Context: an optimization exercise on an open-source flow, tuned for small area and a short achievable clock period. The choices shown serve that exercise and are no tape-out recipe. At most, simulation tests tie the RTL to the original design; equivalence was not proved. For runs 1 and 2, only the layout was checked, not whether the RTL still works. Power is estimated from default activity; no workload was simulated.

<file path="design/flow/flow/run.sh">
#!/bin/bash
# standard layout, with the port buffers made of buf_2 cells instead of the
# resizer's default pick (a delay buffer)
set -euo pipefail
export BUFFER_PORTS_ARGS="-buffer_cell sky130_fd_sc_hd__buf_2"
bash standard.sh > standard.log 2>&1
</file>
<file path="design/flow/standard.sh">
#!/bin/bash
# synth_recipe.tcl (not shown) runs the flow's synth.tcl, then flattens the netlist and writes it again
# the make line also repeats each setting of config.mk as NAME=value (left out here)
make -C /OpenROAD-flow-scripts/flow DESIGN_CONFIG=/design/flow/config.mk WORK_HOME=/design/flow/orfs CLKGATE_MAP_FILE= SYNTH_SCRIPT=/design/flow/synth_recipe.tcl "${@:-finish}"
</file>
<file path="design/flow/config.mk">
export PLATFORM = sky130hd
export DESIGN_NAME = multichannel_strike_peak_detector
export DESIGN_NICKNAME = multichannel_strike_peak_detector
export VERILOG_FILES = /design/flow/design.v
export SDC_FILE = /design/flow/constraint.sdc
export NUM_CORES = 4
export LEC_CHECK = 0
export ABC_AREA = 1
export CAP_MARGIN = 20
export CORE_MARGIN = 2
export CORE_UTILIZATION = 40
export CTS_CLUSTER_DIAMETER = 100
export CTS_CLUSTER_SIZE = 24
export SETUP_SLACK_MARGIN = 3.5
export SLEW_MARGIN = 20
</file>
<file path="design/flow/constraint.sdc">
create_clock -name core_clock -period 6.5 [get_ports {clk}]
set_input_delay 1.3000 -clock core_clock [delete_from_list [all_inputs] [get_ports {clk}]]
set_output_delay 1.3000 -clock core_clock [all_outputs]
set_load 0.01 [all_outputs]
</file>
<file path="design/flow/design.v">
package mspd_pkg;
  localparam int CHANNELS = 4;
  localparam int IN_CH    = 4;
  localparam int LANES    = (CHANNELS < IN_CH) ? CHANNELS : IN_CH;
  localparam int SAMPLE_W = 10;
  localparam int PEAK_W   = 10;
  localparam int CH_W     = 2;
  localparam int TIME_W   = 32;
  localparam int THR_W    = 10;
  localparam int WIN_W    = 16;
  localparam int CFG_W    = 16;
  localparam logic [SAMPLE_W:0] MID_RAIL = 11'd512;
  localparam logic [THR_W-1:0] THRESHOLD_RESET = 10'd80;
  localparam logic [WIN_W-1:0] WINDOW_RESET    = 16'd20;
  localparam logic REG_THRESHOLD = 1'b0;
  localparam logic REG_WINDOW    = 1'b1;
  localparam logic OP_SAMPLE = 1'b0;
  localparam logic OP_POLL   = 1'b1;
  typedef struct packed {
    logic              done;
    logic [PEAK_W-1:0] peak;
  } lane_fin_t;
  typedef struct packed {
    logic              valid;
    logic [CH_W-1:0]   channel;
    logic [PEAK_W-1:0] peak;
  } result_t;
endpackage
module mspd_lane (
  input  logic                            clk,
  input  logic                            rst_n,
  input  logic                            sample_en,
  input  logic [mspd_pkg::SAMPLE_W-1:0]   sample,
  input  logic [mspd_pkg::TIME_W-1:0]     now_ms,
  input  logic [10:0]                     thr2m1,     
  input  logic                            thr_zero,
  input  logic [15:0]                     lo_m_win,   
  input  logic                            lo_wrap,    
  output logic                            fin,        
  output logic [mspd_pkg::PEAK_W-1:0]     peak        
);
  logic                           active_r;
  logic [mspd_pkg::PEAK_W-1:0]    peak_r;
  logic [mspd_pkg::TIME_W-1:0]    start_r;
  logic [mspd_pkg::PEAK_W-1:0]    key;
  logic                           gt;
  logic                           trig;
  logic                           expired;
  assign key     = {sample[8:0] ^ {9{~sample[9]}}, ~sample[9]};
  mspd_cmp #(.W(10), .G(1)) u_gt   (.a(key),          .b(peak_r),        .ci(1'b0), .y(gt));
  logic ge_thr;
  mspd_cmp #(.W(11), .G(1)) u_trig (.a({1'b0, key}),  .b(thr2m1),        .ci(1'b1), .y(ge_thr));
  assign trig    = thr_zero || ge_thr;
  logic        c1, c2, lt, hz;
  logic [15:0] ah, ch;
  mspd_cmp #(.W(16), .G(4)) u_c1 (.a(now_ms[15:0]),  .b(start_r[15:0]), .ci(1'b1), .y(c1));
  mspd_cmp #(.W(16), .G(4)) u_c2 (.a(start_r[15:0]), .b(lo_m_win),      .ci(1'b0), .y(c2));
  assign lt  = lo_wrap ? (c1 || c2) : (c1 && c2);
  assign ah  = now_ms[31:16];
  assign ch  = ~start_r[31:16];
  assign hz  = ((ah[0] ^ ch[0]) == c1) &&
               (((ah[15:1] ^ ch[15:1]) ^ (ah[14:0] | ch[14:0])) == 15'd0);
  assign expired = !(hz && lt);
  assign fin     = active_r && expired;
  assign peak    = peak_r;
  always_ff @(posedge clk) begin
    if (!rst_n)
      active_r <= 1'b0;
    else if (sample_en)
      active_r <= active_r ? !expired : trig;
  end
  always_ff @(posedge clk) begin
    if (!active_r)
      start_r <= now_ms;
    if (!active_r || (sample_en && gt))
      peak_r <= key;
  end
endmodule
module mspd_cmp #(
  parameter int W = 16,
  parameter int G = 4
) (
  input  logic [W-1:0] a,
  input  logic [W-1:0] b,
  input  logic         ci,
  output logic         y
);
  localparam int NG = (W + G - 1) / G;
  localparam int L  = (NG < 2) ? 1 : (NG < 4) ? 2 : (NG < 8) ? 3 : (NG < 16) ? 4 : (NG < 32) ? 5 : 6;
  localparam int N  = 1 << L;
  logic [N-1:0] g [L+1];
  logic [N-1:0] p [L+1];
  for (genvar i = 0; i < N; i++) begin : g_leaf
    if (i == 0) begin : g_ci
      assign g[0][i] = ci;
      assign p[0][i] = 1'b0;
    end else if (i <= NG) begin : g_grp
      logic [G:0] gc;
      logic [G:0] pc;
      assign gc[0] = 1'b0;
      assign pc[0] = 1'b1;
      for (genvar j = 0; j < G; j++) begin : g_bit
        localparam int K = (i - 1) * G + j;
        if (K < W) begin : g_in
          assign gc[j+1] = (a[K] & ~b[K]) | ((a[K] | ~b[K]) & gc[j]);
          assign pc[j+1] = (a[K] | ~b[K]) & pc[j];
        end else begin : g_out
          assign gc[j+1] = gc[j];
          assign pc[j+1] = pc[j];
        end
      end
      assign g[0][i] = gc[G];
      assign p[0][i] = pc[G];
    end else begin : g_pad
      assign g[0][i] = 1'b0;
      assign p[0][i] = 1'b1;
    end
  end
  for (genvar k = 1; k <= L; k++) begin : g_lvl
    for (genvar i = 0; i < (N >> k); i++) begin : g_node
      assign g[k][i] = g[k-1][2*i+1] | (p[k-1][2*i+1] & g[k-1][2*i]);
      assign p[k][i] = p[k-1][2*i+1] & p[k-1][2*i];
    end
    if ((N >> k) < N) begin : g_fill
      assign g[k][N-1:(N >> k)] = '0;
      assign p[k][N-1:(N >> k)] = '0;
    end
  end
  assign y = g[L][0];
endmodule
module mspd_merge (
  input  logic                                       clk,
  input  logic                                       rst_n,
  input  logic                                       sample_acc,
  input  logic                                       poll_acc,
  input  logic [mspd_pkg::LANES-1:0]                 fin,
  input  logic [mspd_pkg::LANES*mspd_pkg::PEAK_W-1:0] peak,
  output logic                                       full,
  output logic [mspd_pkg::CH_W-1:0]                  slot_ch,
  output logic [mspd_pkg::PEAK_W-1:0]                slot_peak
);
  logic                         pend_r;
  logic [mspd_pkg::LANES-1:0]   fin_r;
  logic [mspd_pkg::CH_W-1:0]    win_ch;
  logic [mspd_pkg::PEAK_W-1:0]  win_key;
  assign full = pend_r || (|fin_r);
  always_comb begin
    win_ch  = '0;
    win_key = peak[0 +: mspd_pkg::PEAK_W];
    for (int i = mspd_pkg::LANES - 1; i > 0; i--) begin
      if (fin_r[i]) begin
        win_ch  = mspd_pkg::CH_W'(i);
        win_key = peak[i*mspd_pkg::PEAK_W +: mspd_pkg::PEAK_W];
      end
    end
    if (fin_r[0]) begin
      win_ch  = '0;
      win_key = peak[0 +: mspd_pkg::PEAK_W];
    end
  end
  always_ff @(posedge clk) begin
    if (!rst_n) begin
      pend_r <= 1'b0;
      fin_r  <= '0;
    end else begin
      pend_r <= full && !poll_acc;
      fin_r  <= (sample_acc && !full) ? fin : '0;
    end
  end
  always_ff @(posedge clk) begin
    if (|fin_r) begin
      slot_ch   <= win_ch;
      slot_peak <= {1'b0, win_key[9:1]} + {9'd0, win_key[0]};
    end
  end
endmodule
module multichannel_strike_peak_detector (
  input  logic                              clk,
  input  logic                              rst_n,
  input  logic                              cfg_we,
  input  logic                              cfg_index,
  input  logic [mspd_pkg::CFG_W-1:0]        cfg_wdata,
  input  logic                              in_valid,
  output logic                              in_ready,
  input  logic                              in_op,
  input  logic [mspd_pkg::SAMPLE_W-1:0]     in_sample_ch0,
  input  logic [mspd_pkg::SAMPLE_W-1:0]     in_sample_ch1,
  input  logic [mspd_pkg::SAMPLE_W-1:0]     in_sample_ch2,
  input  logic [mspd_pkg::SAMPLE_W-1:0]     in_sample_ch3,
  input  logic [mspd_pkg::TIME_W-1:0]       in_now_ms,
  output logic                              out_valid,
  input  logic                              out_ready,
  output logic                              out_event_valid,
  output logic [mspd_pkg::CH_W-1:0]         out_event_channel,
  output logic [mspd_pkg::PEAK_W-1:0]       out_event_peak
);
  logic [mspd_pkg::THR_W-1:0]  thr_r;
  logic [mspd_pkg::WIN_W-1:0]  win_r;
  logic [10:0]                 thr2m1;
  logic                        thr_zero;
  logic                        in_acc;
  logic                        sample_en;
  logic                        poll_en;
  logic                        full;
  logic [mspd_pkg::SAMPLE_W-1:0]               samples [mspd_pkg::IN_CH];
  logic [mspd_pkg::LANES-1:0]                  fin;
  logic [mspd_pkg::LANES*mspd_pkg::PEAK_W-1:0] peak;
  logic [mspd_pkg::CH_W-1:0]                   slot_ch;
  logic [mspd_pkg::PEAK_W-1:0]                 slot_peak;
  logic                        out_valid_r;
  logic                        ev_r;
  assign samples[0] = in_sample_ch0;
  assign samples[1] = in_sample_ch1;
  assign samples[2] = in_sample_ch2;
  assign samples[3] = in_sample_ch3;
  assign in_ready  = !out_valid_r || out_ready;
  assign in_acc    = in_valid && in_ready;
  assign sample_en = in_acc && (in_op == mspd_pkg::OP_SAMPLE);
  assign poll_en   = in_acc && (in_op == mspd_pkg::OP_POLL);
  always_ff @(posedge clk) begin
    if (!rst_n) begin
      thr_r <= mspd_pkg::THRESHOLD_RESET;
      win_r <= mspd_pkg::WINDOW_RESET;
    end else if (cfg_we) begin
      if (cfg_index == mspd_pkg::REG_WINDOW)
        win_r <= cfg_wdata[mspd_pkg::WIN_W-1:0];
      else
        thr_r <= cfg_wdata[mspd_pkg::THR_W-1:0];
    end
  end
  assign thr2m1   = {thr_r, 1'b0} - 11'd1;
  assign thr_zero = (thr_r == '0);
  logic [16:0] lo_sum;
  logic [16:0] lo_m_win;
  assign lo_sum   = {1'b0, ~in_now_ms[15:0]} + {1'b0, win_r};
  assign lo_m_win = {lo_sum[16], ~lo_sum[15:0]};
  for (genvar g = 0; g < mspd_pkg::LANES; g++) begin : g_lane
    mspd_lane u_lane (
      .clk       (clk),
      .rst_n     (rst_n),
      .sample_en (sample_en),
      .sample    (samples[g]),
      .now_ms    (in_now_ms),
      .thr2m1    (thr2m1),
      .thr_zero  (thr_zero),
      .lo_m_win  (lo_m_win[15:0]),
      .lo_wrap   (lo_m_win[16]),
      .fin       (fin[g]),
      .peak      (peak[g*mspd_pkg::PEAK_W +: mspd_pkg::PEAK_W])
    );
  end
  mspd_merge u_merge (
    .clk        (clk),
    .rst_n      (rst_n),
    .sample_acc (sample_en),
    .poll_acc   (poll_en),
    .fin        (fin),
    .peak       (peak),
    .full       (full),
    .slot_ch    (slot_ch),
    .slot_peak  (slot_peak)
  );
  always_ff @(posedge clk) begin
    if (!rst_n) begin
      out_valid_r <= 1'b0;
    end else if (in_acc) begin
      out_valid_r <= 1'b1;
    end else if (out_ready) begin
      out_valid_r <= 1'b0;
    end
    if (in_acc) begin
      ev_r <= (in_op == mspd_pkg::OP_POLL) && full;
    end
  end
  assign out_valid         = out_valid_r;
  assign out_event_valid   = ev_r;
  assign out_event_channel = ev_r ? slot_ch : '0;
  assign out_event_peak    = ev_r ? slot_peak : '0;
endmodule
</file>
==> flow_metrics.tcl, run 1 <==
set metrics [dict create \
    io_buffers 109 \
    grt_max_degree 35 \
    grt_overflow 0 \
    finalNetCount 2048 \
    min_path_type "reg2reg" \
    yosys.area.top_type_share 0.3890 \
    antenna_cells 0 \
    dr_wl_met2_mm 18.41 \
    path_max_fanout 5 \
    setup_viol 0 \
    final.min_clock_period_ns 3.059 \
    ff_latch_area_um2 6156 \
    critPathTopFamily "simple AND/OR/NAND/NOR gates" \
    synth-edff-count 181 \
    vias 12190 \
    cts_hold_buf 0 \
    cp_slowest_stage_delay_ns 0.40 \
    hold_end "thr_r[9]" \
    ios 110 \
    met3_length_mm 2.482 \
    clock-sinks 217 \
    cts-root-buf "clkbuf_16" \
    track_usage 0.2232 \
    cp-start-kind "primary input" \
    worst_pin_slew_ns 0.7978 \
    highest_layer "met4" \
    worstReg2RegEnd "g_lane[0].u_lane.active_r" \
    fillers 3415 \
    min_path_cells 2 \
    status "complete, no violations" \
    tritoncts "yes" \
    core_area_um2 34460 \
    synth_cell_type_count 43 \
    syn_area_um2 13970 \
    synth_seq_area_share 0.4406 \
    synthArstFlopShare 0 \
    path_clk_slew_ns 0.10 \
    maxCapViolations 0 \
    arrival_ns 3.45 \
    clock_tree.buffer_depth 3 \
    die_width_um 190.9 \
    htreeDepth 1 \
    p_leak_uw 0.007576 \
    multi_input_area_um2 7173 \
    critPathSlowestCell "fa_2" \
    synth_area_leaders "edfxtp_1 (39%), nand2_1 (12%), inv_1 (7.5%), ha_1 (7.1%), nand3_1 (6.1%)" \
    yosys-top-cells-count "nand2_1 (463), inv_1 (280), edfxtp_1 (181)" \
    timing.fmax_mhz 327.0 \
    fin_crit_sh 0.4705 \
    powerDensity_nw_per_um2 234.8 \
    timing.final.max_slew_violations 0 \
    drtIter0Drc 969 \
    gp_congestion 0.9983 \
    wirelength_mm 40.96 \
    hp-start "thr_r[9]" \
    ant_nets 0 \
    layout-drive-gt1-share 0.1505 \
    grt_pass1_vias 11690 \
    drc 0 \
    chipHeight_um 190.9 \
    insertion_delay_ns 0.50 \
    drt-met1-wl_mm 19.21 \
    synth_top_area_cell "edfxtp_1" \
    synth.avg_cell_area_um2 7.975 \
    hold_violations 0 \
    num_rows 68 \
    numCtsBuffers 14 \
    start_util 0.4055 \
    synthFlopType "edfxtp_1" \
    yosysMostFrequentCell "nand2_1" \
    firstDrtPassIters 6 \
    ir_worst_vdd_uv 166.0 \
    crit_top_cell "nand2_2" \
    vias_per_cell 5.219 \
    slew_headroom 0.4662 \
    antenna_found_initial 0 \
    end_kind "register" \
    r2r-start "thr_r[0]" \
    grt_first_pass_wirelength_mm 63.41 \
    crit_required_ns 6.90 \
    wl_per_cell_um 17.54 \
    hpwl_mm 31.92 \
    area_growth_pct 15.73 \
    dieArea_um2 36440 \
    syn_nets 1927 \
    finClkSkew_ns 0.02041 \
    rrSetupSlack_ns 3.79 \
    grt_setup_unrepaired "yes" \
    critPathKind "in2reg" \
    synth-seq-cells 217 \
    worst-path-buf-inv 4 \
    r2r_cells 15 \
    path_cells "buf_12 > inv_16 > ha_4 > inv_2 > fa_2 > inv_4 > nand3_4 > nand2_4 > nand2_2 > nand2_4 > nand2_4 > nand2_4 > nand2_2 > nand3b_1 > nand3_1 > nor2_1 > nand2_2 > nand2_1 > nand2_2 > nand2_2 > nor2_2" \
    finalInstanceArea_um2 16170 \
    placed_cell_area_um2 15250 \
    final.setup.tns_ns 0 \
    ys_warn_count 14 \
    syn_inst 1752 \
]
## worst max path at each step
| stage | startpoint | slack [ns] | end | cells past startpoint |
|---|---|---|---|---|
| after floorplan | in_now_ms[0] | 3.43 | u_merge.fin_r[2] | 22 |
| after global placement | in_now_ms[2] | 2.67 | u_merge.fin_r[3] | 20 |
| after detailed placement | in_now_ms[0] | 2.67 | u_merge.fin_r[3] | 23 |
| after CTS | in_now_ms[0] | 3.49 | u_merge.fin_r[3] | 23 |
| after global routing | in_now_ms[0] | 3.33 | u_merge.fin_r[3] | 22 |
| final | in_now_ms[0] | 3.44 | u_merge.fin_r[3] | 21 |
## flip-flops by register name (all words and copies together) (netlist names), 2 cells and up
signal / cells
g_lane.u_lane.active_r: 4
g_lane.u_lane.peak_r: 40
g_lane.u_lane.start_r: 128
thr_r: 10
u_merge.fin_r: 4
u_merge.slot_ch: 2
u_merge.slot_peak: 10
win_r: 16
## cells in the final DEF (no fill, tap or decap), types with 10 or more instances in the layout
cell type | netlist | routed
nand3_2 | 1 | 15
clkbuf_16 | 0 | 15
xor2_1 | 68 | 67
o211ai_1 | 15 | 15
nand2_2 | 8 | 45
edfxtp_1 | 181 | 181
nor2_1 | 113 | 101
nor2_2 | 1 | 11
inv_2 | 2 | 11
o21ai_0 | 107 | 105
a221oi_1 | 10 | 10
ha_1 | 79 | 64
nand4_1 | 18 | 18
o22ai_1 | 31 | 31
inv_1 | 280 | 268
a21oi_1 | 58 | 49
ha_4 | 0 | 13
nand2_1 | 463 | 419
nand3_1 | 169 | 153
buf_2 | 5 | 100
dfxtp_1 | 36 | 36
xnor2_1 | 18 | 18
buf_4 | 1 | 19
## area by class of cell
class	instances	area share
Clock buffer	19	0.02414
Tap cell	455	0.03521
Multi-Input combinational cell	1226	0.4436
Sequential cell	217	0.3807
Clock inverter	5	0.003482
Timing Repair Buffer	124	0.04310
Inverter	290	0.06972
## metrics by stage
step                hold WS, ns  total power (µW)  utilization  setup WS (ns)  instances
detailed placement       0.4779              2791       0.4424          2.665       2301
finish                   0.5014              3796       0.4692          3.441       2336
global route             0.5453              4017       0.4692          3.329       2336
global placement         0.4707              2784       0.4424          2.670       2301
floorplan                0.4460              2460            -          3.432       1752
CTS                      0.5082              3768       0.4587          3.488       2327
## logic make-up (layout without fill, tap and decap cells)
group / Yosys count / count (layout) / share of synthesized area
and+or+nand+nor: 803 / 803 / 0.2421
buffers and inverters: 309 / 438 / 0.08373
AOI/OAI and AO/OA: 257 / 257 / 0.1075
DFF: 217 / 217 / 0.4406
xor gates and xnor gates: 86 / 86 / 0.05391
adders and majority gates: 80 / 80 / 0.07218
## power by group
group,internal (µW),switching (µW)
Sequential,1660,89.0
Combinational,384,701
Clock,444,514
## worst min-delay path, cell delays in order, from the launching register on
cell	delay, ns
dfxtp_1	0.32
inv_1	0.08
a21oi_1	0.06
## per-layer routing
| layer | global-route usage | up-vias |
|---|---|---|
| li1 | - | 6088 |
| met1 | 0.3143 | 5680 |
| met2 | 0.3584 | 373 |
| met3 | 0.03360 | 51 |
| met4 | 0.05695 | 0 |
| met5 | 0 | - |
## repair_timing
item                                    4_1_cts  5_1_grt
setup buffers                                 2        9
pin swaps                                     6       55
endpoints found under the setup margin        9       44
gates resized for setup                      28       96
==> run 2, diff against run 1 <==
--- a/design/flow/config.mk
+++ b/design/flow/config.mk
@@ -9,7 +9,8 @@
 export CAP_MARGIN = 20
 export CORE_MARGIN = 2
-export CORE_UTILIZATION = 40
+export CORE_UTILIZATION = 55
 export CTS_CLUSTER_DIAMETER = 100
 export CTS_CLUSTER_SIZE = 24
+export PLACE_DENSITY = 0.75
 export SETUP_SLACK_MARGIN = 3.5
 export SLEW_MARGIN = 20
==> run 2 against run 1 <==
Compared with the run above: count of clock-buffer cells in the layout shrank 1; via count is 3.5% higher; clock skew is essentially flat; sequential share of layout area up 0.38 points; cell count down 5.2%; largest power group unchanged; combinational power about the same; critical path depth is 1 higher.
==> flow_metrics.tcl, run 2 <==
set metrics [dict create \
    path_max_fanout 5 \
    critPathKind "in2reg" \
    hp-start "out_valid_r" \
    insertion_delay_ns 0.50 \
    worstReg2RegEnd "g_lane[0].u_lane.active_r" \
    min_path_type "reg2reg" \
    swShare 0.3389 \
    synth_cell_type_count 43 \
    ant_nets 0 \
    timing.final.max_slew_violations 0 \
    clock_tree.buffer_depth 3 \
    layout.cells.non_filler 2214 \
    yosys-top-cells-count "nand2_1 (463), inv_1 (280), edfxtp_1 (181)" \
    fin_ws_ns 3.450 \
    final.setup.tns_ns 0 \
    regMostFlops "g_lane.u_lane.start_r" \
    yosysMostFrequentCell "nand2_1" \
    antenna_found_initial 0 \
    rrSetupSlack_ns 3.71 \
    htreeDepth 1 \
    final_cell_mix "nand2_1 (423), inv_1 (269), edfxtp_1 (181)" \
    synth-edff-count 181 \
    dieArea_um2 26690 \
    start_util 0.5581 \
    tritoncts "yes" \
    chipHeight_um 163.4 \
    drtIter0Drc 1407 \
    final_common_cell "nand2_1" \
    ios 110 \
    status "complete, no violations" \
    pwr-share-comb 0.292 \
    layout-drive-gt1-share 0.1449 \
    min_path_cells 2 \
    powerDensity_nw_per_um2 231.5 \
    synth_top_area_cell "edfxtp_1" \
    antenna_cells 0 \
    syn_area_um2 13970 \
    synth-seq-cells 217 \
    worst_pin_slew_ns 0.9187 \
    p_seq_frac 0.473 \
    largest_reg_flops 128 \
    synth_area_leaders "edfxtp_1 (39%), nand2_1 (12%), inv_1 (7.5%), ha_1 (7.1%), nand3_1 (6.1%)" \
    finClkSkew_ns 0.02058 \
    hpwl_mm 30.09 \
    end_kind "register" \
    firstDrtPassIters 8 \
    ir_worst_vdd_uv 280.9 \
    cp-start-kind "primary input" \
    cts-root-buf "clkbuf_16" \
    final.min_clock_period_ns 3.050 \
    num_rows 58 \
    gp_congestion 0.9595 \
    core_area_um2 25040 \
    r2r-start "thr_r[0]" \
    clkPwrFrac 0.235 \
    ys_warn_count 14 \
    switchingPower_uw 1256 \
    path_clk_slew_ns 0.09 \
    maxCapViolations 0 \
    numCtsBuffers 13 \
    die_width_um 163.4 \
    hold_violations 0 \
    drc 0 \
    grt_first_pass_wirelength_mm 59.90 \
    grt_overflow 0 \
    dpl.cell_count 2177 \
    vias_per_cell 5.701 \
    io_buffers 109 \
    yosys.area.top_type_share 0.3890 \
    cts_hold_buf 0 \
    finalNetCount 2053 \
    timing.fmax_mhz 327.9 \
    clock-sinks 217 \
    dpl_worst_slack_ns 2.763 \
    setup_viol 0 \
    wirelength_mm 39.60 \
    r2r_cells 15 \
    track_usage 0.2889 \
    synth.avg_cell_area_um2 7.975 \
    grt_max_degree 35 \
    grt_pass1_vias 11430 \
    wl_per_cell_um 17.88 \
    slew_headroom 0.3832 \
    fin_crit_sh 0.4693 \
    syn_inst 1752 \
    synthFlopType "edfxtp_1" \
    vias 12620 \
    syn_nets 1927 \
    crit_required_ns 6.92 \
    synthArstFlopShare 0 \
    hold_end "out_valid_r" \
    p_leak_uw 0.007617 \
    grt_setup_unrepaired "yes" \
    area_growth_pct 14.59 \
    internal_power_uw 2450 \
    largest_registers "g_lane.u_lane.start_r x128, g_lane.u_lane.peak_r x40, win_r x16" \
    synth_seq_area_share 0.4406 \
    arrival_ns 3.47 \
]
## run 2: final cells by class
type                            instances  area (µm²)
Timing Repair Buffer                  130       748.2
Fill cell                            2141        9026
Inverter                              290        1134
Multi-Input combinational cell       1226        7173
Clock buffer                           18       344.1
Tap cell                              330       412.9
Sequential cell                       217        6156
Clock inverter                          3       42.54
## run 2: per-layer routing
layer,track usage,up-vias,part of all wire
met1,0.4013,5900,0.43
met4,0.07723,0,0.031
met5,0,-,0
met2,0.4808,518,0.46
li1,-,6120,-
met3,0.03428,83,0.074
## run 2: worst max path at each step
stage | start | endpoint | slack [ns] | cells past startpoint
floorplan | in_now_ms[0] | u_merge.fin_r[2] | 3.43 | 22
global placement | in_now_ms[0] | u_merge.fin_r[2] | 2.77 | 23
detailed placement | in_now_ms[0] | u_merge.fin_r[3] | 2.76 | 23
CTS | in_now_ms[4] | u_merge.fin_r[3] | 3.50 | 19
global route | in_now_ms[1] | u_merge.fin_r[3] | 3.30 | 20
finish | in_now_ms[0] | u_merge.fin_r[3] | 3.45 | 22
## run 2: metrics by stage
step / cell area (µm²) / power, µW / util / hold slack, ns
2_1_floorplan: 14200 / 2460 / - / 0.4460
3_3_place_gp: 15100 / 2759 / 0.6030 / 0.4879
3_5_place_dp: 15100 / 2776 / 0.6030 / 0.4969
4_1_cts: 15630 / 3653 / 0.6244 / 0.5101
5_1_grt: 16010 / 3892 / 0.6395 / 0.5414
6_report: 16010 / 3706 / 0.6395 / 0.5084
## run 2: kinds of logic (layout without fill, tap and decap cells)
logic type | after synthesis | after routing | share of synthesized area
buf+inv | 309 | 441 | 0.08373
compound gates | 257 | 257 | 0.1075
flops | 217 | 217 | 0.4406
simple gates | 803 | 803 | 0.2421
xor+xnor | 86 | 86 | 0.05391
fa+ha+maj | 80 | 80 | 0.07218
## run 2: power by group through the flow
stage	Combinational (µW)	Clock (µW)	Sequential [µW]
after floorplan	712	0	1750
after global placement	980	0	1780
after detailed placement	994	0	1780
after CTS	1020	884	1750
after global routing	1200	926	1770
final	1080	871	1750
## run 2: worst max-delay path: stages
cell and delay [ns]:
buf_12 0.12, inv_16 0.05, ha_4 0.13, inv_2 0.04
fa_2 0.40, inv_2 0.11, nand3_4 0.09, nand2_4 0.11
nand2_4 0.07, nand2_4 0.10, nand2_4 0.09, nand3_4 0.12
nand3b_1 0.11, nand2_1 0.07, inv_1 0.04, nand2_1 0.05
inv_1 0.04, nor2_1 0.12, nand2_2 0.07, nand2_2 0.07
nand2_1 0.05, nor2_1 0.11
## run 2: what timing repair did
action                     CTS  global route
gates cloned                 0             0
setup endpoints to repair    8            11
pin swaps                    8            41
setup buffers                2            14
gates resized for setup     38            81
==> run 3, diff against run 2 <==
--- a/design/flow/design.v
+++ b/design/flow/design.v
@@ -231,8 +231,6 @@
   assign thr2m1   = {thr_r, 1'b0} - 11'd1;
   assign thr_zero = (thr_r == '0);
-  logic [16:0] lo_sum;
   logic [16:0] lo_m_win;
-  assign lo_sum   = {1'b0, ~in_now_ms[15:0]} + {1'b0, win_r};
-  assign lo_m_win = {lo_sum[16], ~lo_sum[15:0]};
+  assign lo_m_win = {1'b0, in_now_ms[15:0]} - {1'b0, win_r};
   for (genvar g = 0; g < mspd_pkg::LANES; g++) begin : g_lane
     mspd_lane u_lane (
--- a/design/flow/config.mk
+++ b/design/flow/config.mk
@@ -9,8 +9,7 @@
 export CAP_MARGIN = 20
 export CORE_MARGIN = 2
-export CORE_UTILIZATION = 55
-export CTS_CLUSTER_DIAMETER = 100
-export CTS_CLUSTER_SIZE = 24
-export PLACE_DENSITY = 0.75
+export CORE_UTILIZATION = 40
+export CTS_CLUSTER_DIAMETER = 80
+export CTS_CLUSTER_SIZE = 32
 export SETUP_SLACK_MARGIN = 3.5
 export SLEW_MARGIN = 20
==> run 3 against run 2 <==
Compared with the run above: cell count grew 2.3%; sequential cell count is the same; area after synthesis shrank 0.64%; synthesized cell count shrank 4.1%; routed wire length shrank 1.6%; critical path depth grew 1.
==> flow_metrics.tcl, run 3 <==
set metrics [dict create \
    num_rows 68 \
    regMostFlops "g_lane.u_lane.start_r" \
    synth.avg_cell_area_um2 8.263 \
    ir_worst_vdd_uv 227.6 \
    path_max_fanout 5 \
    r2r-start "u_merge.fin_r[2]" \
    tritoncts "yes" \
    largest_registers "g_lane.u_lane.start_r x128, g_lane.u_lane.peak_r x40, win_r x16" \
    grt_pass1_vias 11400 \
    grt_max_degree 35 \
    worst_pin_slew_ns 0.8168 \
    powerDensity_nw_per_um2 247.2 \
    antenna_cells 0 \
    end_kind "register" \
    final.min_clock_period_ns 3.073 \
    insertion_delay_ns 0.52 \
    p_seq_frac 0.440 \
    syn_area_um2 13880 \
    vias 11860 \
    synth-seq-cells 217 \
    cp_slowest_stage_delay_ns 0.41 \
    synthFlopType "edfxtp_1" \
    path_clk_slew_ns 0.10 \
    utilization 0.4681 \
    clock-sinks 217 \
    grt_first_pass_wirelength_mm 61.33 \
    numCtsBuffers 16 \
    placed_cell_area_um2 15000 \
    synth-edff-count 181 \
    htreeDepth 1 \
    drtIter0Drc 772 \
    final.setup.tns_ns 0 \
    critPathKind "in2reg" \
    gp_congestion 0.9349 \
    switchingPower_uw 1348 \
    chipHeight_um 190.3 \
    area_growth_pct 15.91 \
    finalInstanceArea_um2 16090 \
    worst-path-buf-inv 4 \
    largest_reg_flops 128 \
    wirelength_mm 38.95 \
    start_util 0.4039 \
    grt_overflow 0 \
    cp-start-kind "primary input" \
    ys_warn_count 14 \
    synth_seq_area_share 0.4434 \
    internal_power_uw 2629 \
    ios 110 \
    pwr-share-comb 0.279 \
    synth_cell_type_count 57 \
    io_buffers 109 \
    wl_per_cell_um 17.19 \
    final_cell_mix "nand2_1 (372), inv_1 (254), edfxtp_1 (181)" \
    track_usage 0.2158 \
    clock_tree.buffer_depth 3 \
    p_leak_uw 0.007322 \
    arrival_ns 3.54 \
    fillers 3422 \
    hold_violations 0 \
    cts-root-buf "clkbuf_16" \
    critPathSlowestCell "fa_2" \
    crit_required_ns 6.96 \
    dieArea_um2 36210 \
    status "complete, no violations" \
    clkPwrFrac 0.281 \
    synth_area_leaders "edfxtp_1 (39%), nand2_1 (11%), ha_1 (7.1%), inv_1 (7.0%), dfxtp_1 (5.2%)" \
    dpl_worst_slack_ns 2.682 \
    drc 0 \
    vias_per_cell 5.233 \
    timing.fmax_mhz 325.4 \
    timing.final.max_slew_violations 0 \
    synthArstFlopShare 0 \
    min_path_type "reg2reg" \
    core_area_um2 34370 \
    ant_nets 0 \
    path_cells "buf_12 > inv_16 > ha_4 > inv_4 > fa_2 > nand2_4 > nand2_4 > nand3_4 > nand2_4 > nand2_4 > nand2_4 > nand2_4 > buf_6 > nand3b_1 > nand3_1 > a21oi_2 > nor2_1 > nand2_1 > nand2_1 > nand2_1 > nand2_2 > nand2_1 > nor2_2" \
    slew_headroom 0.4549 \
    fin_ws_ns 3.427 \
    syn_nets 1855 \
    final_common_cell "nand2_1" \
    setup_viol 0 \
    maxCapViolations 0 \
    critPathTopFamily "simple AND/OR/NAND/NOR gates" \
    timing.hold.ws_ns 0.5070 \
    yosys-top-cells-count "nand2_1 (400), inv_1 (258), edfxtp_1 (181)" \
    synth_top_area_cell "edfxtp_1" \
    antenna_found_initial 0 \
    yosys.area.top_type_share 0.3915 \
    firstDrtPassIters 7 \
    fin_crit_sh 0.4727 \
    finClkSkew_ns 0.02960 \
    swShare 0.3389 \
    syn_inst 1680 \
    grt_setup_unrepaired "yes" \
    crit_top_cell "nand2_4" \
    hpwl_mm 30.44 \
    yosysMostFrequentCell "nand2_1" \
    finalNetCount 1976 \
    die_width_um 190.3 \
    layout-drive-gt1-share 0.1645 \
    startpoint "in_now_ms[0]" \
    hp-start "thr_r[2]" \
]
==> run 3: cell count changes in the layout (fill, tap and decap cells not counted), moves of 15 or more <==
cell	change
nor2_1	-15
nand2_1	-51
nand3_1	-58
inv_1	-15
xor2_1	-15
a21oi_1	+25
==> run 3: worst paths after layout <==
check / slack [ns] / depth (start not counted) / endpoint
worst max-delay path: 3.43 / 23 / u_merge.fin_r[2]
worst min-delay path: 0.51 / 2 / thr_r[2]
worst max register to register: 3.84 / 12 / u_merge.slot_peak[8]
worst min register to register: 0.51 / 2 / thr_r[2]
==> run 3: tightest hold or removal path, cell delays in order (launching register included) <==
cell and delay (ns):
dfxtp_1 0.34, inv_2 0.07, a21oi_1 0.05
==> run 3: logic make-up (layout without fill, tap and decap cells) <==
logic type / count (synthesis) / count (layout) / share of synthesized area
buf+inv: 289 / 420 / 0.07895
flops: 217 / 217 / 0.4434
fa+ha+maj: 80 / 80 / 0.07265
xor+xnor: 71 / 71 / 0.04534
compound gates: 318 / 318 / 0.1365
simple gates: 705 / 705 / 0.2231
==> run 3: power groups by stage <==
stage / registers (µW) / logic, µW / clock network [µW]
6_report: 1750 / 1110 / 1120
5_1_grt: 1770 / 1250 / 1190
4_1_cts: 1750 / 1080 / 1150
3_5_place_dp: 1780 / 1030 / 0
3_3_place_gp: 1780 / 1020 / 0
2_1_floorplan: 1750 / 731 / 0
==> run 3: cell type report <==
type / instances / area (µm²) / share of cell area
clock buffers: 20 / 489.2 / 0.03040
inverters: 269 / 1031 / 0.06407
flip-flops and latches: 217 / 6156 / 0.3826
clock inverters: 8 / 103.9 / 0.006454
repair buffers: 123 / 685.7 / 0.04261
multi-input cells: 1174 / 7056 / 0.4385
well taps: 455 / 569.3 / 0.03538
==> run 3: metrics by stage <==
step / std cells / total power [µW]
4_1_cts: 2264 / 3985
3_5_place_dp: 2228 / 2811
2_1_floorplan: 1680 / 2479
6_report: 2266 / 3977
5_1_grt: 2266 / 4209
3_3_place_gp: 2228 / 2796
==> run 3: routing by layer <==
layer	wire length, µm	up-vias	global-route usage
met1	18480	5564	0.3040
met4	860	0	0.04890
met2	17940	295	0.3601
li1	-	5942	-
met3	1665	56	0.01987
met5	0	-	0
==> run 3: what timing repair did <==
action,in CTS,in global routing
pin swaps,31,19
endpoints found under the setup margin,8,50
setup buffers,8,2
hold buffers,0,0
resized for setup,65,36
==> run 4, diff against run 3 <==
--- a/design/flow/config.mk
+++ b/design/flow/config.mk
@@ -10,6 +10,6 @@
 export CORE_MARGIN = 2
 export CORE_UTILIZATION = 40
-export CTS_CLUSTER_DIAMETER = 80
-export CTS_CLUSTER_SIZE = 32
+export CTS_CLUSTER_DIAMETER = 100
+export CTS_CLUSTER_SIZE = 24
 export SETUP_SLACK_MARGIN = 3.5
 export SLEW_MARGIN = 20
==> run 4 against run 3 <==
Compared with the run above: setup slack got worse by 0.0067 ns; area after synthesis unchanged; global-route usage decreased by 0.068 points; hold slack got worse by 0.0016 ns; cell count decreased by 0.13%.
==> flow_metrics.tcl, run 4 <==
set metrics [dict create \
    status "complete, no violations" \
    critPathKind "in2reg" \
    slew_headroom 0.4604 \
    die_width_um 190.3 \
    grt_first_pass_wirelength_mm 61.11 \
    end_kind "register" \
    setup_viol 0 \
    grt_pass1_vias 11360 \
    synth-adder-area-share 0.07265 \
    syn_inst 1680 \
    clkPwrFrac 0.249 \
    internal_power_uw 2505 \
    drc 0 \
    synth.avg_cell_area_um2 8.263 \
    synth-simple-area-share 0.2231 \
    r2r-start "u_merge.fin_r[1]" \
    antenna_found_initial 0 \
    path_max_fanout 5 \
    vias_per_cell 5.211 \
    fin_ws_ns 3.420 \
    grt_overflow 0 \
    wl_per_cell_um 17.19 \
    hpwl_mm 30.44 \
    track_usage 0.2151 \
    path_clk_slew_ns 0.10 \
    syn_nets 1855 \
    synth-seq-cells 217 \
    yosys-top-cells-count "nand2_1 (400), inv_1 (258), edfxtp_1 (181)" \
    antenna_cells 0 \
    ys_warn_count 14 \
    maxCapViolations 0 \
    synth_compound_area_frac 0.1365 \
    switchingPower_uw 1303 \
    ant_nets 0 \
    finalNetCount 1975 \
    final.min_clock_period_ns 3.080 \
    num_rows 68 \
    synthFlopType "edfxtp_1" \
    syn_area_um2 13880 \
    pwr-share-comb 0.291 \
    synth_area_leaders "edfxtp_1 (39%), nand2_1 (11%), ha_1 (7.1%), inv_1 (7.0%), dfxtp_1 (5.2%)" \
    numCtsBuffers 14 \
    dpl.cell_count 2228 \
    clock-sinks 217 \
    ios 110 \
    drtIter0Drc 858 \
    synth_top_area_cell "edfxtp_1" \
    startpoint "in_now_ms[0]" \
    worstReg2RegEnd "u_merge.slot_peak[8]" \
    timing.hold.ws_ns 0.5054 \
    yosys.area.top_type_share 0.3915 \
    largest_registers "g_lane.u_lane.start_r x128, g_lane.u_lane.peak_r x40, win_r x16" \
    dpl_worst_slack_ns 2.682 \
    start_util 0.4039 \
    synth_mux_area_frac 0 \
    crit_required_ns 6.89 \
    timing.final.max_slew_violations 0 \
    finClkSkew_ns 0.02190 \
    final_common_cell "nand2_1" \
    grt_max_degree 35 \
    min_path_type "reg2reg" \
    layout.cells.non_filler 2263 \
    fillers 3445 \
    chipHeight_um 190.3 \
    insertion_delay_ns 0.51 \
    yosysMostFrequentCell "nand2_1" \
    dieArea_um2 36210 \
    synth-edff-count 181 \
    wirelength_mm 38.91 \
    largest_reg_flops 128 \
    worst_pin_slew_ns 0.8084 \
    final.setup.tns_ns 0 \
    synthXorXnorAreaFrac 0.04534 \
    area_growth_pct 14.75 \
    firstDrtPassIters 5 \
    synth_seq_area_share 0.4434 \
    synth_top_family_by_area "simple AND/OR/NAND/NOR gates" \
    tritoncts "yes" \
    hold_end "win_r[7]" \
    core_area_um2 34370 \
    p_seq_frac 0.460 \
    clock_tree.buffer_depth 3 \
    synth_cell_type_count 57 \
    utilization 0.4634 \
    hold_violations 0 \
    ir_worst_vdd_uv 157.3 \
    vias 11790 \
    r2r_cells 10 \
    gp_congestion 0.9349 \
    fin_crit_sh 0.4738 \
    cts-root-buf "clkbuf_16" \
    grt_setup_unrepaired "yes" \
    cp-start-kind "primary input" \
    rrSetupSlack_ns 3.86 \
    timing.fmax_mhz 324.7 \
    arrival_ns 3.47 \
    powerDensity_nw_per_um2 239.1 \
    final_cell_mix "nand2_1 (375), inv_1 (255), edfxtp_1 (181)" \
    layout-drive-gt1-share 0.1576 \
    p_leak_uw 0.007254 \
    io_buffers 109 \
    hp-start "win_r[7]" \
    min_path_cells 2 \
    swShare 0.3422 \
    synthArstFlopShare 0 \
    regMostFlops "g_lane.u_lane.start_r" \
    htreeDepth 1 \
]
run 4: cell type report:
cell class | instances | area [µm²] | share of cell area
sequential | 217 | 6156 | 0.3865
inverter | 269 | 1031 | 0.06472
timing repair buffer | 124 | 688.2 | 0.04320
multi-input combinational | 1174 | 7038 | 0.4418
clock inverter | 6 | 60.06 | 0.003770
clock buffer | 18 | 386.6 | 0.02427
tap | 455 | 569.3 | 0.03574
run 4: what timing repair did:
item,CTS,global route
hold buffers,0,0
endpoints found under the hold margin,0,0
pin swaps,26,16
endpoints found under the setup margin,8,50
buffers inserted,7,4
gates cloned,0,0
resized for setup,56,35
run 4: logic make-up after synthesis:
| family | after synthesis |
|---|---|
| adder cells (fa/ha/maj) | 80 |
| AND/OR/NAND/NOR | 705 |
| flip-flops | 217 |
| XOR/XNOR | 71 |
| AO/OA/AOI/OAI | 318 |
| buffers and inverters | 289 |
run 4: worst max-delay path by stage:
stage / slack, ns / to
2_1_floorplan: 3.35 / u_merge.fin_r[1]
5_1_grt: 3.31 / u_merge.fin_r[0]
6_report: 3.42 / u_merge.fin_r[0]
4_1_cts: 3.48 / u_merge.fin_r[0]
3_5_place_dp: 2.68 / u_merge.fin_r[0]
3_3_place_gp: 2.75 / u_merge.fin_r[0]
run 4: layer usage:
metal,wire (µm),vias up,global-route usage,part of all wire
met5,0,-,0,0
met4,807,0,0.04711,0.021
met3,1592,43,0.02061,0.041
met2,18040,288,0.3620,0.46
met1,18470,5527,0.3006,0.47
li1,-,5935,-,-
run 4: through the flow:
step	power [µW]	cell area, µm²
2_1_floorplan	2479	13940
3_3_place_gp	2796	15000
3_5_place_dp	2811	15000
4_1_cts	3811	15760
5_1_grt	4032	15930
6_report	3808	15930
run 4: critical path, stage by stage:
cell and delay (ns):
buf_12 0.11, inv_16 0.04, ha_4 0.13, inv_4 0.04, fa_2 0.41, nand2_4 0.11, nand2_4 0.06, nand3_4 0.09
nand2_4 0.08, nand2_4 0.07, nand3_2 0.13, nand3b_1 0.14, nand3_1 0.10, nor2_2 0.17, nand2_1 0.07, nand2_1 0.08
nand2_1 0.05, nand2_1 0.06, nand2_1 0.07, nand2_1 0.07, nor2_1 0.05
run 4: power groups by stage:
stage	Sequential [µW]	Clock (µW)	Combinational, µW
after floorplan	1750	0	731
after global placement	1780	0	1020
after detailed placement	1780	0	1030
after CTS	1750	982	1080
after global routing	1770	1020	1250
final	1750	949	1110
==> run 5, diff against run 4 <==
--- a/design/flow/config.mk
+++ b/design/flow/config.mk
@@ -9,7 +9,8 @@
 export CAP_MARGIN = 20
 export CORE_MARGIN = 2
-export CORE_UTILIZATION = 40
+export CORE_UTILIZATION = 65
 export CTS_CLUSTER_DIAMETER = 100
 export CTS_CLUSTER_SIZE = 24
+export PLACE_DENSITY = 0.85
 export SETUP_SLACK_MARGIN = 3.5
 export SLEW_MARGIN = 20
==> run 5 against run 4 <==
Compared with the run above: still clean; sequential share of layout area increased by 0.64 points; non-clock buffer count increased by 3; routed wire length decreased by 4.9%; sequential power about the same; area after synthesis unchanged; critical path depth increased by 1; hold slack got worse by 0.019 ns; synthesized cell count unchanged; highest routed layer unchanged.
==> flow_metrics.tcl, run 5 <==
set metrics [dict create \
    status "complete, no violations" \
    largest_reg_flops 128 \
    final_common_cell "nand2_1" \
    path_max_fanout 5 \
    cp-start-kind "primary input" \
    grt_first_pass_wirelength_mm 56.84 \
    hold_violations 0 \
    yosys.area.top_type_share 0.3915 \
    synth_top_area_cell "edfxtp_1" \
    grt_setup_unrepaired "yes" \
    syn_area_um2 13880 \
    grt_max_degree 35 \
    utilization 0.7454 \
    path_clk_slew_ns 0.10 \
    numCtsBuffers 13 \
    wirelength_mm 36.99 \
    num_rows 53 \
    synth_area_leaders "edfxtp_1 (39%), nand2_1 (11%), ha_1 (7.1%), inv_1 (7.0%), dfxtp_1 (5.2%)" \
    placed_cell_area_um2 14780 \
    area_growth_pct 12.87 \
    htreeDepth 1 \
    crit_required_ns 6.92 \
    clock_tree.buffer_depth 3 \
    tritoncts "yes" \
    hpwl_mm 28.15 \
    synth.avg_cell_area_um2 8.263 \
    die_width_um 150.1 \
    powerDensity_nw_per_um2 238.0 \
    synth-simple-area-share 0.2231 \
    synthArstFlopShare 0 \
    layout-drive-gt1-share 0.1632 \
    synth_mux_area_frac 0 \
    worst_pin_slew_ns 0.7322 \
    firstDrtPassIters 8 \
    core_area_um2 21020 \
    slew_headroom 0.5102 \
    final.setup.tns_ns 0 \
    grt_pass1_vias 11380 \
    synth_cell_type_count 57 \
    synth-seq-cells 217 \
    rrSetupSlack_ns 3.79 \
    dpl_worst_slack_ns 2.800 \
    critPathKind "in2reg" \
    clock-sinks 217 \
    synthXorXnorAreaFrac 0.04534 \
    synth-adder-area-share 0.07265 \
    ant_nets 0 \
    regMostFlops "g_lane.u_lane.start_r" \
    io_buffers 109 \
    antenna_found_initial 1 \
    syn_nets 1855 \
    chipHeight_um 150.1 \
    ys_warn_count 14 \
    cts-root-buf "clkbuf_16" \
    syn_inst 1680 \
    gp_congestion 0.9926 \
    synth_seq_area_share 0.4434 \
    vias 12350 \
    synth_compound_area_frac 0.1365 \
    track_usage 0.3225 \
    insertion_delay_ns 0.49 \
    grt_overflow 0 \
    wl_per_cell_um 17.75 \
    yosys-top-cells-count "nand2_1 (400), inv_1 (258), edfxtp_1 (181)" \
    largest_registers "g_lane.u_lane.start_r x128, g_lane.u_lane.peak_r x40, win_r x16" \
    synth_top_family_by_area "simple AND/OR/NAND/NOR gates" \
    dieArea_um2 22540 \
    timing.final.max_slew_violations 0 \
    cts_hold_buf 0 \
    vias_per_cell 5.926 \
    arrival_ns 3.56 \
    final_cell_mix "nand2_1 (367), inv_1 (255), edfxtp_1 (181)" \
    end_kind "register" \
    min_path_type "reg2reg" \
    yosysMostFrequentCell "nand2_1" \
    timing.hold.ws_ns 0.4860 \
    ios 110 \
    start_util 0.6604 \
    finClkSkew_ns 0.01724 \
    fin_ws_ns 3.355 \
    ir_worst_vdd_uv 268.9 \
    drtIter0Drc 1322 \
    p_leak_uw 0.007230 \
    final.min_clock_period_ns 3.145 \
    drc 0 \
    finalNetCount 1977 \
    fin_crit_sh 0.4838 \
    maxCapViolations 0 \
    setup_viol 0 \
    synth-edff-count 181 \
    finalInstanceArea_um2 15670 \
    synthFlopType "edfxtp_1" \
    timing.fmax_mhz 318.0 \
]
run 5: kinds of logic (layout without fill, tap and decap cells):
family	after synthesis	after routing
AOI/OAI and AO/OA	318	318
xor gates and xnor gates	71	71
adders and majority gates	80	80
buffers and inverters	289	417
DFF	217	217
other	0	1
and+or+nand+nor	705	705
run 5: per-stage QoR:
| stage | power, µW | std cells |
|---|---|---|
| 2_1_floorplan | 2479 | 1680 |
| 3_3_place_gp | 2757 | 2049 |
| 3_5_place_dp | 2790 | 2049 |
| 4_1_cts | 3653 | 2074 |
| 5_1_grt | 3918 | 2083 |
| 6_report | 3729 | 2084 |
run 5: final timing paths:
path | startpoint | end | depth (start not counted)
max | in_now_ms[0] | u_merge.fin_r[3] | 22
min | win_r[15] | win_r[15] | 2
max reg2reg | u_merge.fin_r[1] | u_merge.slot_peak[8] | 10
min reg2reg | win_r[15] | win_r[15] | 2
run 5: layout make-up:
class                   instances  area (µm²)
fillers                      1603        5353
clock buffers                  19       357.8
multi-input cells            1174        7037
inverters                     269        1031
repair buffers                127       713.2
flip-flops and latches        217        6156
well taps                     275       344.1
clock inverters                 2       27.53
diodes                          1       2.502
run 5: where the power goes:
group	total, µW	switching, µW	internal, µW
Sequential	1750	85.6	1670
Clock	858	463	395
Combinational	1120	717	403
run 5: worst max-delay path, cell delays in order:
cell and delay, ns:
buf_12 0.12, inv_16 0.05, ha_4 0.13, inv_4 0.03, fa_2 0.54, inv_4 0.05, buf_4 0.15, nand2_1 0.06
a21oi_1 0.07, o21ai_1 0.07, nand2_1 0.09, o21ai_1 0.13, nand2_1 0.10, nand3_2 0.08, nor2_2 0.03, nand2_1 0.06
nand2_2 0.07, o21bai_1 0.14, nand2_1 0.07, nand2_1 0.08, nand2_1 0.05, nor2_1 0.07
run 5: repair_timing:
action | CTS | global route
endpoints found under the setup margin | 8 | 49
buffers inserted | 4 | 9
pin swaps | 11 | 36
resized for setup | 40 | 65
run 5: layer usage:
metal	global-route usage	share of wire	vias up
met1	0.4466	0.42	5710
li1	-	-	5944
met5	0	0	-
met3	0.04152	0.085	88
met4	0.1033	0.033	0
met2	0.5306	0.46	608
==> run 6, diff against run 5 <==
--- a/design/flow/config.mk
+++ b/design/flow/config.mk
@@ -9,8 +9,8 @@
 export CAP_MARGIN = 20
 export CORE_MARGIN = 2
-export CORE_UTILIZATION = 65
+export CORE_UTILIZATION = 50
 export CTS_CLUSTER_DIAMETER = 100
 export CTS_CLUSTER_SIZE = 24
-export PLACE_DENSITY = 0.85
+export PLACE_DENSITY = 0.7
 export SETUP_SLACK_MARGIN = 3.5
 export SLEW_MARGIN = 20
==> run 6 against run 5 <==
Compared with the run above: still clean on timing, DRC and antenna; core utilization is 16 points lower; setup slack better by 0.10 ns; via count is 2.1% lower; synthesized cell count stayed put; fmax is 3.4% higher; power is 0.27% higher; clock power hardly changed; sequential cell count stayed put; die area is 29% higher; cell count is 4.7% higher; routed wire length is 1.8% higher; hold slack better by 0.0077 ns; largest cell class unchanged; largest power group unchanged.
==> flow_metrics.tcl, run 6 <==
set metrics [dict create \
    final_common_cell "nand2_1" \
    hpwl_mm 29.00 \
    tritoncts "yes" \
    firstDrtPassIters 5 \
    synth_seq_area_share 0.4434 \
    synth_mux_area_frac 0 \
    io_buffers 109 \
    p_leak_uw 0.007250 \
    yosys.area.top_type_share 0.3915 \
    vias 12090 \
    wl_per_cell_um 17.26 \
    hp-start "thr_r[7]" \
    cp-start-kind "primary input" \
    cts_hold_buf 0 \
    clock_tree.buffer_depth 3 \
    antenna_found_initial 1 \
    r2r-start "thr_r[0]" \
    dieArea_um2 29110 \
    synth_compound_area_frac 0.1365 \
    numCtsBuffers 13 \
    crit_required_ns 6.86 \
    ant_nets 0 \
    die_width_um 170.6 \
    final.setup.tns_ns 0 \
    dpl_worst_slack_ns 2.756 \
    synth-simple-area-share 0.2231 \
    path_max_fanout 7 \
    synth_top_area_cell "edfxtp_1" \
    ios 110 \
    slew_headroom 0.4857 \
    wirelength_mm 37.65 \
    timing.final.max_slew_violations 0 \
    final_cell_mix "nand2_1 (368), inv_1 (253), edfxtp_1 (181)" \
    layout-drive-gt1-share 0.1686 \
    area_growth_pct 14.45 \
    final.min_clock_period_ns 3.041 \
    syn_nets 1855 \
    gp_congestion 0.9634 \
    num_rows 60 \
    arrival_ns 3.40 \
    synth-edff-count 181 \
    synth_top_family_by_area "simple AND/OR/NAND/NOR gates" \
    worst_pin_slew_ns 0.7696 \
    min_path_type "reg2reg" \
    vias_per_cell 5.541 \
    yosysMostFrequentCell "nand2_1" \
    htreeDepth 1 \
    hold_violations 0 \
    min_path_cells 2 \
    status "complete, no violations" \
    worstReg2RegEnd "g_lane[1].u_lane.active_r" \
    start_util 0.5122 \
    largest_reg_flops 128 \
    synthXorXnorAreaFrac 0.04534 \
    maxCapViolations 0 \
    r2r_cells 15 \
    end_kind "register" \
    core_area_um2 27100 \
    fin_crit_sh 0.4679 \
    finalNetCount 1978 \
    grt_setup_unrepaired "yes" \
    synth-adder-area-share 0.07265 \
    syn_inst 1680 \
    ir_worst_vdd_uv 244.3 \
    yosys-top-cells-count "nand2_1 (400), inv_1 (258), edfxtp_1 (181)" \
    synthFlopType "edfxtp_1" \
    grt_overflow 0 \
    largest_registers "g_lane.u_lane.start_r x128, g_lane.u_lane.peak_r x40, win_r x16" \
    track_usage 0.2530 \
    synth-seq-cells 217 \
    clock-sinks 217 \
    regMostFlops "g_lane.u_lane.start_r" \
    chipHeight_um 170.6 \
    syn_area_um2 13880 \
    synth_cell_type_count 57 \
    hold_end "thr_r[7]" \
    cts-root-buf "clkbuf_16" \
    powerDensity_nw_per_um2 235.3 \
    synth.avg_cell_area_um2 8.263 \
    drc 0 \
    path_clk_slew_ns 0.09 \
    grt_first_pass_wirelength_mm 57.77 \
    synth_area_leaders "edfxtp_1 (39%), nand2_1 (11%), ha_1 (7.1%), inv_1 (7.0%), dfxtp_1 (5.2%)" \
    synthArstFlopShare 0 \
    grt_pass1_vias 11200 \
    rrSetupSlack_ns 3.79 \
    fin_ws_ns 3.459 \
    grt_max_degree 35 \
    critPathKind "in2reg" \
    ys_warn_count 14 \
    finClkSkew_ns 0.02308 \
    drtIter0Drc 1082 \
    setup_viol 0 \
    insertion_delay_ns 0.49 \
    timing.fmax_mhz 328.8 \
]
run 6: cell counts after synthesis:
No cell type changed its count.
run 6: kinds of logic (layout without fill, tap and decap cells):
kind of cell / after synthesis / in the layout
buf+inv: 289 / 418
simple gates: 705 / 705
fa+ha+maj: 80 / 80
compound gates: 318 / 318
other cells: 0 / 1
flops: 217 / 217
xor+xnor: 71 / 71
run 6: final cells by class:
type	count	area (µm²)
Antenna cell	1	2.502
Timing Repair Buffer	128	723.2
Sequential cell	217	6156
Inverter	269	1031
Fill cell	2427	11210
Clock buffer	18	344.1
Tap cell	372	465.4
Multi-Input combinational cell	1174	7139
Clock inverter	3	26.28
run 6: metrics by stage:
step           instance area [µm²]  cells  power, µW  hold WS (ns)    util
2_1_floorplan                13940   1680       2479        0.4331       -
3_3_place_gp                 14900   2145       2773        0.4531  0.5497
5_1_grt                      15890   2181       3939        0.5217  0.5862
4_1_cts                      15490   2173       3672        0.4774  0.5714
6_report                     15890   2182       3739        0.4937  0.5862
3_5_place_dp                 14900   2145       2795        0.4602  0.5497
run 6: how the worst max path moves through the flow:
| stage | startpoint | to | slack [ns] | depth (start not counted) |
|---|---|---|---|---|
| 2_1_floorplan | in_now_ms[0] | u_merge.fin_r[1] | 3.35 | 23 |
| 3_3_place_gp | in_now_ms[0] | u_merge.fin_r[3] | 2.80 | 21 |
| 3_5_place_dp | in_now_ms[0] | u_merge.fin_r[1] | 2.76 | 24 |
| 4_1_cts | in_now_ms[0] | u_merge.fin_r[1] | 3.48 | 24 |
| 5_1_grt | in_now_ms[2] | u_merge.fin_r[1] | 3.32 | 21 |
| 6_report | in_now_ms[0] | u_merge.fin_r[0] | 3.46 | 21 |
run 6: metal layers:
metal | routed length [µm] | global-route usage | vias to the layer above
li1 | - | - | 5936
met1 | 16510 | 0.3529 | 5636
met2 | 17440 | 0.4200 | 451
met3 | 2602 | 0.02591 | 68
met4 | 1095 | 0.07098 | 0
met5 | 0 | 0 | -
run 6: worst max-delay path: stages:
cell     delay, ns
buf_12        0.10
inv_16        0.03
ha_4          0.15
inv_4         0.05
fa_2          0.44
inv_4         0.12
nand2_2       0.06
a21oi_2       0.12
o21ai_1       0.07
nand2_1       0.11
o22ai_2       0.08
nor2_1        0.13
nand3_1       0.11
nand3_2       0.10
nand2_2       0.05
nand2_2       0.09
nand2_1       0.07
nand2_1       0.07
nand2_2       0.06
nand2_1       0.06
nor2_1        0.04
run 6: repair_timing:
item                       in CTS  in global routing
resized for setup              42                 83
pin swaps                      15                 34
buffers inserted                7                  8
setup endpoints to repair       8                 40
run 6: power by group:
group          total [µW]  leakage, µW  switching (µW)  internal (µW)
Sequential           1750      0.00216            86.7           1670
Combinational        1130      0.00491             720            408
Clock                 858     0.000181             475            383
==> run 7, diff against run 6 <==
--- a/design/flow/config.mk
+++ b/design/flow/config.mk
@@ -9,8 +9,8 @@
 export CAP_MARGIN = 20
 export CORE_MARGIN = 2
-export CORE_UTILIZATION = 50
+export CORE_UTILIZATION = 55
 export CTS_CLUSTER_DIAMETER = 100
 export CTS_CLUSTER_SIZE = 24
-export PLACE_DENSITY = 0.7
-export SETUP_SLACK_MARGIN = 3.5
+export PLACE_DENSITY = 0.75
+export SETUP_SLACK_MARGIN = 3.7
 export SLEW_MARGIN = 20
==> run 7 against run 6 <==
Compared with the run above: count of clock-buffer cells in the layout unchanged; cell area rose by 0.91%; critical path depth grew 1; register-to-register slack better by 0.07 ns; hold slack worse by 0.011 ns; largest cell class unchanged; largest power group unchanged.
==> flow_metrics.tcl, run 7 <==
set metrics [dict create \
    timing.fmax_mhz 326.0 \
    syn_inst 1680 \
    worst_pin_slew_ns 0.8214 \
    wirelength_mm 38.23 \
    syn_area_um2 13880 \
    synth-edff-count 181 \
    synth-simple-area-share 0.2231 \
    num_rows 58 \
    track_usage 0.2833 \
    ant_nets 0 \
    dpl_worst_slack_ns 2.765 \
    powerDensity_nw_per_um2 236.2 \
    worstReg2RegEnd "u_merge.slot_peak[8]" \
    hp-start "win_r[15]" \
    r2r-start "u_merge.fin_r[2]" \
    layout-drive-gt1-share 0.1783 \
    hold_end "win_r[15]" \
    core_area_um2 24960 \
    regMostFlops "g_lane.u_lane.start_r" \
    path_cells "buf_12 > inv_16 > ha_4 > inv_4 > fa_2 > inv_4 > buf_6 > nand2_2 > a21oi_2 > o21ai_1 > nand2_1 > o22ai_1 > nor2_1 > nand3_1 > nand3_1 > nand2_1 > nand2_1 > nand2_1 > nand2_2 > nand2_2 > nand2_1 > nor2_1" \
    p_leak_uw 0.007315 \
    status "complete, no violations" \
    synth_mux_area_frac 0 \
    cts_hold_buf 0 \
    placed_cell_area_um2 14920 \
    synthArstFlopShare 0 \
    p_seq_frac 0.463 \
    switchingPower_uw 1289 \
    crit_top_cell "nand2_1" \
    grt_max_degree 35 \
    fin_crit_sh 0.4720 \
    path_max_fanout 7 \
    final_cell_mix "nand2_1 (364), inv_1 (253), edfxtp_1 (181)" \
    critPathTopFamily "simple AND/OR/NAND/NOR gates" \
    setup_viol 0 \
    syn_nets 1855 \
    numCtsBuffers 13 \
    timing.hold.ws_ns 0.4824 \
    hpwl_mm 29.58 \
    chipHeight_um 162.9 \
    cp-start-kind "primary input" \
    area_growth_pct 15.48 \
    firstDrtPassIters 6 \
    insertion_delay_ns 0.50 \
    synth_compound_area_frac 0.1365 \
    timing.final.max_slew_violations 0 \
    finalNetCount 1980 \
    yosys-top-cells-count "nand2_1 (400), inv_1 (258), edfxtp_1 (181)" \
    finalInstanceArea_um2 16030 \
    htreeDepth 1 \
    synth_seq_area_share 0.4434 \
    io_buffers 109 \
    synth_top_area_cell "edfxtp_1" \
    min_path_type "reg2reg" \
    fillers 2211 \
    end_kind "register" \
    synth_cell_type_count 57 \
    die_width_um 162.9 \
    hold_violations 0 \
    cp_slowest_stage_delay_ns 0.45 \
    grt_first_pass_wirelength_mm 58.55 \
    vias 12090 \
    vias_per_cell 5.646 \
    synth_area_leaders "edfxtp_1 (39%), nand2_1 (11%), ha_1 (7.1%), inv_1 (7.0%), dfxtp_1 (5.2%)" \
    antenna_found_initial 0 \
    path_clk_slew_ns 0.09 \
    grt_setup_unrepaired "yes" \
    cts-root-buf "clkbuf_16" \
    worst-path-buf-inv 5 \
    grt_overflow 0 \
    yosysMostFrequentCell "nand2_1" \
    wl_per_cell_um 17.85 \
    dieArea_um2 26530 \
    finClkSkew_ns 0.01425 \
    final_common_cell "nand2_1" \
    swShare 0.3404 \
    maxCapViolations 0 \
    synthXorXnorAreaFrac 0.04534 \
    yosys.area.top_type_share 0.3915 \
    rrSetupSlack_ns 3.86 \
    min_path_cells 2 \
    pwr-share-comb 0.302 \
    arrival_ns 3.45 \
    ys_warn_count 14 \
    critPathKind "in2reg" \
    synthFlopType "edfxtp_1" \
    antenna_cells 0 \
    start_util 0.5561 \
    internal_power_uw 2497 \
    tritoncts "yes" \
    synth_top_family_by_area "simple AND/OR/NAND/NOR gates" \
    clock-sinks 217 \
    largest_reg_flops 128 \
    r2r_cells 12 \
    drc 0 \
    clock_tree.buffer_depth 3 \
    largest_registers "g_lane.u_lane.start_r x128, g_lane.u_lane.peak_r x40, win_r x16" \
    gp_congestion 0.9750 \
    final.setup.tns_ns 0 \
    final.min_clock_period_ns 3.068 \
    grt_pass1_vias 11240 \
    synth.avg_cell_area_um2 8.263 \
    synth-adder-area-share 0.07265 \
    drtIter0Drc 959 \
    fin_ws_ns 3.432 \
    ir_worst_vdd_uv 223.8 \
    ios 110 \
    crit_required_ns 6.89 \
    synth-seq-cells 217 \
    critPathSlowestCell "fa_2" \
    slew_headroom 0.4511 \
    clkPwrFrac 0.234 \
]
==> run 7: per-stage QoR <==
step           instances  power, µW    util
4_1_cts             2131       3721  0.6272
3_5_place_dp        2103       2808  0.5977
5_1_grt             2142       3978  0.6422
2_1_floorplan       1680       2488       -
3_3_place_gp        2103       2782  0.5977
6_report            2142       3786  0.6422
==> run 7: timing repair <==
| item | CTS | global route |
|---|---|---|
| setup endpoints to repair | 29 | 52 |
| resized for setup | 64 | 70 |
| hold endpoints to repair | 0 | 0 |
| cloned | 0 | 0 |
| setup buffers | 6 | 11 |
| pin swaps | 40 | 33 |
==> run 7: area by class of cell <==
cell class	instances	area, µm²	share of cell area
clock buffer	18	375.4	0.02341
clock inverter	4	32.53	0.002029
inverter	269	1035	0.06454
multi-input combinational	1174	7228	0.4509
sequential	217	6156	0.3840
tap	330	412.9	0.02576
timing repair buffer	130	792.0	0.04940
==> run 7: worst max path at each step <==
stage	to	from	cells after the start	slack, ns
global route	u_merge.fin_r[1]	in_now_ms[0]	25	3.30
finish	u_merge.fin_r[0]	in_now_ms[0]	22	3.43
detailed placement	u_merge.fin_r[1]	in_now_ms[0]	24	2.77
global placement	u_merge.fin_r[0]	in_now_ms[0]	20	2.82
CTS	u_merge.fin_r[3]	in_now_ms[0]	22	3.47
floorplan	u_merge.fin_r[1]	in_now_ms[0]	23	3.35
==> run 7: cells by family (layout without fill, tap and decap cells) <==
family	Yosys count	after routing
flops	217	217
fa+ha+maj	80	80
simple gates	705	705
buf+inv	289	421
xor+xnor	71	71
compound gates	318	318
==> run 7: worst register-to-register path, delay by kind of cell, from the launching register on <==
| family | cells | cell delay, ns |
|---|---|---|
| and+or+nand+nor | 5 | 0.86 |
| buffers and inverters | 2 | 0.21 |
| AOI/OAI and AO/OA | 3 | 0.50 |
| DFF | 1 | 0.58 |
| xor gates and xnor gates | 1 | 0.08 |
| adders and majority gates | 1 | 0.18 |
==> run 7: routing by layer <==
layer | GRT usage | vias up | wire, µm
met4 | 0.08809 | 0 | 1024
li1 | - | 5945 | -
met3 | 0.03947 | 69 | 2570
met5 | 0 | - | 0
met1 | 0.3782 | 5636 | 16130
met2 | 0.4796 | 443 | 18500
==> run 7: power groups by stage <==
| stage | logic, µW | clock network (µW) | registers, µW |
|---|---|---|---|
| after CTS | 1070 | 898 | 1750 |
| final | 1140 | 888 | 1750 |
| after floorplan | 740 | 0 | 1750 |
| after global routing | 1270 | 938 | 1770 |
| after global placement | 1010 | 0 | 1780 |
| after detailed placement | 1030 | 0 | 1780 |

[static timing again, ports no longer ideal]
No port has a modelled driver above. Below, the same layouts with a new extraction and two added sets of constraints.
Step 1 sets driving cells, clkbuf_16 on the clock port and buf_2 on the other inputs (assumed; they add their load-dependent delay and slew).
Step 2 adds t to the input delays and takes it off the output delays; t is the mean of the earliest and latest rising clock arrival at the registers after step 1. Input paths then give back, and output paths get back, about the clock's delay inside the block.
Three values: ideal, step 1, step 2; two values: the first two.
run	t, ns	slack for setup (ns)	worst setup path at the end
run 1	0.545	3.441 / 3.444 / 2.899	input to register
run 2	0.534	3.450 / 3.450 / 2.916	input to register
run 3	0.554	3.427 / 3.431 / 2.876	input to register
run 4	0.544	3.420 / 3.423 / 2.879	input to register
run 5	0.528	3.355 / 3.342 / 2.815	input to register
run 6	0.522	3.459 / 3.442 / 2.919	input to register
run 7	0.541	3.432 / 3.419 / 2.878	input to register
After both steps setup and hold are still met in every run listed. For run 7, which loses most, drivers alone change the setup slack by -0.013 ns; drivers and shift together by -0.554 ns.
